This design comes from an exercise in tuning for a short achievable clock period and few clock cycles per item on the open sky130 flow, not from production work. The RTL was checked by simulation tests, not by an equivalence proof against the original design. Power is estimated from default activity; no workload was simulated.

## cpu_top
module cpu_top (
    input  logic        clk,
    input  logic        reset,
    output logic [9:0]  instr_addr,
    input  logic [17:0] instr_data,
    output logic [9:0]  mem_addr,
    output logic [17:0] mem_wdata,
    output logic        mem_we,
    output logic        mem_re,
    input  logic [17:0] mem_rdata
);
Size: ~4200 cells after synthesis, roughly 0.043 sq mm of cells after synthesis.
Settings: LEC_CHECK=0, CAP_MARGIN=20, CORE_MARGIN=2, CORE_UTILIZATION=50, GPL_TIMING_DRIVEN=1, SETUP_SLACK_MARGIN=3.5, SLEW_MARGIN=20; clock period 6.0 ns.
run.sh (not shown) runs the stock make flow with config.mk's settings and CLKGATE_MAP_FILE= SYNTH_SCRIPT=/design/flow/synth_recipe.tcl, a recipe that flattens the netlist after the stock synthesis.
Testbench counts at the start, summed over its fixed seeds: cycles 93,623, instrs 84,944.
==> next run, changes <==
--- a/flow/design.v
+++ b/flow/design.v
@@ -170,20 +170,18 @@
         end
         tree_lt = lt[17];
     endfunction
     logic [PD_W-1:0] pd_in;
     assign pd_in = predecode(instr_data);
     logic [9:0]  ia_q;        
-    logic [9:0]  fa_q;        
     logic [9:0]  seqa_q;      
     logic [9:0]  seqa_r;      
     logic [9:0]  pcI_q;       
     logic        vI_q;
     logic        selB_q;      
     logic        bhtp_q;      
-    logic        hitL_q;      
     logic        hit_q;       
     logic [9:0]  tgtH_q;      
     logic [9:0]  redir_q;     
     logic [9:0]  redir1_q;    
     logic [9:0]  redir1_r;    
     logic [1:0]  bht [32];
@@ -243,13 +241,13 @@
     assign eq   = ~|(opX_q ^ opY_q);
     assign lt   = tree_lt(opX_q, opY_q);
     logic z_n, c_n;
     assign z_n = (vE_q && e_cmp_q) ? eq : z_q;
     assign c_n = (vE_q && e_cmp_q) ? lt : c_q;
     logic bpbad;
-    assign bpbad = vI_q && selB_q && !(pd_in[PD_BR] && instr_data[13:4] == fa_q);
+    assign bpbad = vI_q && selB_q && !(pd_in[PD_BR] && instr_data[13:4] == ia_q);
     logic e_tk, e_cbr, e_tbr;
     assign e_tk  = e_cm_q[{z_q, c_q}];
     assign e_cbr = vE_q && e_br_q && !e_jmp_q;
     assign e_tbr = vE_q && e_br_q && e_tk;
     logic mis, dred, stall, dbad;
     assign mis   = mis_q;
@@ -285,55 +283,39 @@
     assign seqa_q   = seqa_r ^ 10'd1;
     always_comb begin
         for (int i = 0; i < 32; i++) bht[i] = bht_r[i] ^ 2'b10;
     end
     assign redir1_q = redir1_r ^ 10'd1;
     assign bix  = seqa_q[2:0];
-    logic [7:0] bsel, bmatch;
-    logic       bdir;
+    assign hitL = btb_v[bix] && btb_tag[bix] == seqa_q[9:3] &&
+                  (btb_j[bix] || (lp_conf[bix] ? !lp_exit[bix] : bht[seqa_q[4:0]][1]));
     always_comb begin
-        for (int i = 0; i < 8; i++) begin
-            bsel[i]   = (bix == 3'(i));
-            bmatch[i] = bsel[i] && btb_v[i] && (btb_tag[i] == seqa_q[9:3]);
-        end
-    end
-    assign bdir = bht[seqa_q[4:0]][1];
-    assign hitL = |(bmatch & ({btb_j[7], btb_j[6], btb_j[5], btb_j[4],
-                               btb_j[3], btb_j[2], btb_j[1], btb_j[0]} |
-                              lpdir | ({8{bdir}} & ~lpconf)));
-    logic [7:0] lpconf, lpdir;
-    always_comb begin
-        for (int i = 0; i < 8; i++) begin
-            lp_exit[i] = lp_conf[i] && (lp_cnt[i] == lp_trip[i]);
-            lpconf[i]  = lp_conf[i];
-            lpdir[i]   = lp_conf[i] && !lp_exit[i];
-        end
+        for (int i = 0; i < 8; i++) lp_exit[i] = lp_conf[i] && (lp_cnt[i] == lp_trip[i]);
     end
     logic       lpk, dirS;
-    assign lpk  = |(bmatch & lpconf);
-    assign dirS = lpk ? |(bmatch & lpdir) : bdir;
+    assign lpk  = btb_v[bix] && btb_tag[bix] == seqa_q[9:3] && lp_conf[bix];
+    assign dirS = lpk ? !lp_exit[bix] : bht[seqa_q[4:0]][1];
     logic [9:0] redir_n, fa_b, fa_n, sq_b, sq_n;
     logic       useq_n;
     assign redir_n = predD_q ? pcD_q + 10'd1 : ir_q[13:4];
     always_comb begin
         if (mis)          fa_b = redir_q;
         else if (dbad)    fa_b = pcD_q;
         else if (hit_q)   fa_b = tgtH_q;
         else              fa_b = seqa_q;
         if (mis)          sq_b = redir1_q;
         else if (dbad)    sq_b = pcD_q + 10'd1;
         else              sq_b = (hit_q ? tgtH_q : seqa_q) + 10'd1;
         if (dsel_n)       fa_n = instr_data[13:4];
-        else if (stall_n) fa_n = fa_q;
+        else if (stall_n) fa_n = ia_q;
         else              fa_n = fa_b;
         if (dsel_n)       sq_n = instr_data[13:4] + 10'd1;
         else if (stall_n) sq_n = seqa_q;
         else              sq_n = sq_b;
     end
     assign useq_n = !mis && !dbad && !dsel_n && !stall_n && !hit_q;
-    assign hit_q  = hitL_q && useq_q;
     logic [17:0] opX_n, opY_n;
     always_comb begin
         opX_n = ({18{sxl_q}} & lres) | ({18{sxw_q}} & res_w);
         opY_n = ({18{syl_q}} & lres) | ({18{syw_q}} & res_w) |
                 ({18{simm_q}} & {12'd0, ir_q[5:0]});
         for (int i = 0; i < 16; i++) begin
@@ -348,19 +330,18 @@
     assign fye_n = e_wr_n && reads_y(ir_n, ir_q[13:10]);
     assign fxw_n = e_wr_q && reads_x(ir_n, e_rd_q);
     assign fyw_n = e_wr_q && reads_y(ir_n, e_rd_q);
     always_ff @(posedge clk or posedge reset) begin
         if (reset) begin
             ia_q     <= '0;
-            fa_q     <= 10'h3ff;
             seqa_r   <= '0;
             pcI_q    <= '0;
             vI_q     <= 1'b0;
             selB_q   <= 1'b0;
             bhtp_q   <= 1'b0;
-            hitL_q   <= 1'b0;
+            hit_q    <= 1'b0;
             tgtH_q   <= '0;
             redir_q  <= '0;
             redir1_r <= '0;
             ir_q     <= '0;
             pd_q     <= '0;
             pcD_q    <= '0;
@@ -407,21 +388,20 @@
             mem_we_q <= 1'b0;
             mem_re_q <= 1'b0;
             mem_addr_q <= '0;
             wd_q       <= '0;
         end else begin
             ia_q   <= fa_n;
-            fa_q   <= fa_n;
             seqa_r <= sq_n ^ 10'd1;
             pcI_q  <= ia_q;
-            bhtp_q <= useq_q ? dirS_q : bht[fa_q[4:0]][1];
+            bhtp_q <= useq_q ? dirS_q : bht[ia_q[4:0]][1];
             dirS_q <= dirS;
             useq_q <= useq_n;
             vI_q   <= stall ? vI_q : (!mis && !dbad);
             selB_q <= !mis && !dbad && !dsel_n && !stall_n && hit_q;
-            hitL_q <= hitL;
+            hit_q  <= useq_n && hitL;
             tgtH_q <= btb_tgt[bix];
             redir_q <= redir_n;
             redir1_r <= (redir_n + 10'd1) ^ 10'd1;
             if (!stall) begin
                 ir_q    <= instr_data;
                 pd_q    <= pd_in;
What happened:
- first-iteration DRC count goes down by about 2.1%
- routed wire length went down by about 0.37%
- synthesized cell count fell by 1.0%
- flip-flop and latch count decreases by 10
- clock skew rose by 11 ps
- worst setup slack loses 56 ps
- cell area fell by 0.66%
- power decreases by about 0.5%
- die area came out lower by 0.94%
- combinational power is higher by 4.3%
- final cell count came out lower by 0.79%
- via count goes down by 0.62%
- register-to-register slack is worse by 30 ps
Testbench counts after the change, summed over its fixed seeds: cycles 93,623, instrs 84,944.

[re-timing with driven ports]
How much do the figures lean on ideal ports? The routed layouts below were timed once more, with nothing changed but the port constraints.
Step 1 sets driving cells, clkbuf_16 on the clock port and buf_2 on the other inputs (assumed; they add their load-dependent delay and slew).
Step 2 moves the port delays by t, midway between the first and last clock arrival at a register: inputs arrive t later, outputs are due t later. That takes back most of the time a late clock gives input paths.
Three values: ideal, step 1, step 2; two values: the first two.
run	t, ns	slack for setup (ns)	worst hold slack (ns)	worst data-port slew with drivers (ns)	pins driven straight from the clock port
the first run	0.742	3.499 / 3.427 / 2.725	0.354 / 0.354 / 0.354	0.14	1
the second run	0.746	3.443 / 3.371 / 2.742	0.353 / 0.353 / 0.353	0.06	1
After both steps setup and hold are still met in every run listed. The setup slack of the first run, which loses most, moves by -0.072 ns with the drivers and by -0.774 ns with both steps.
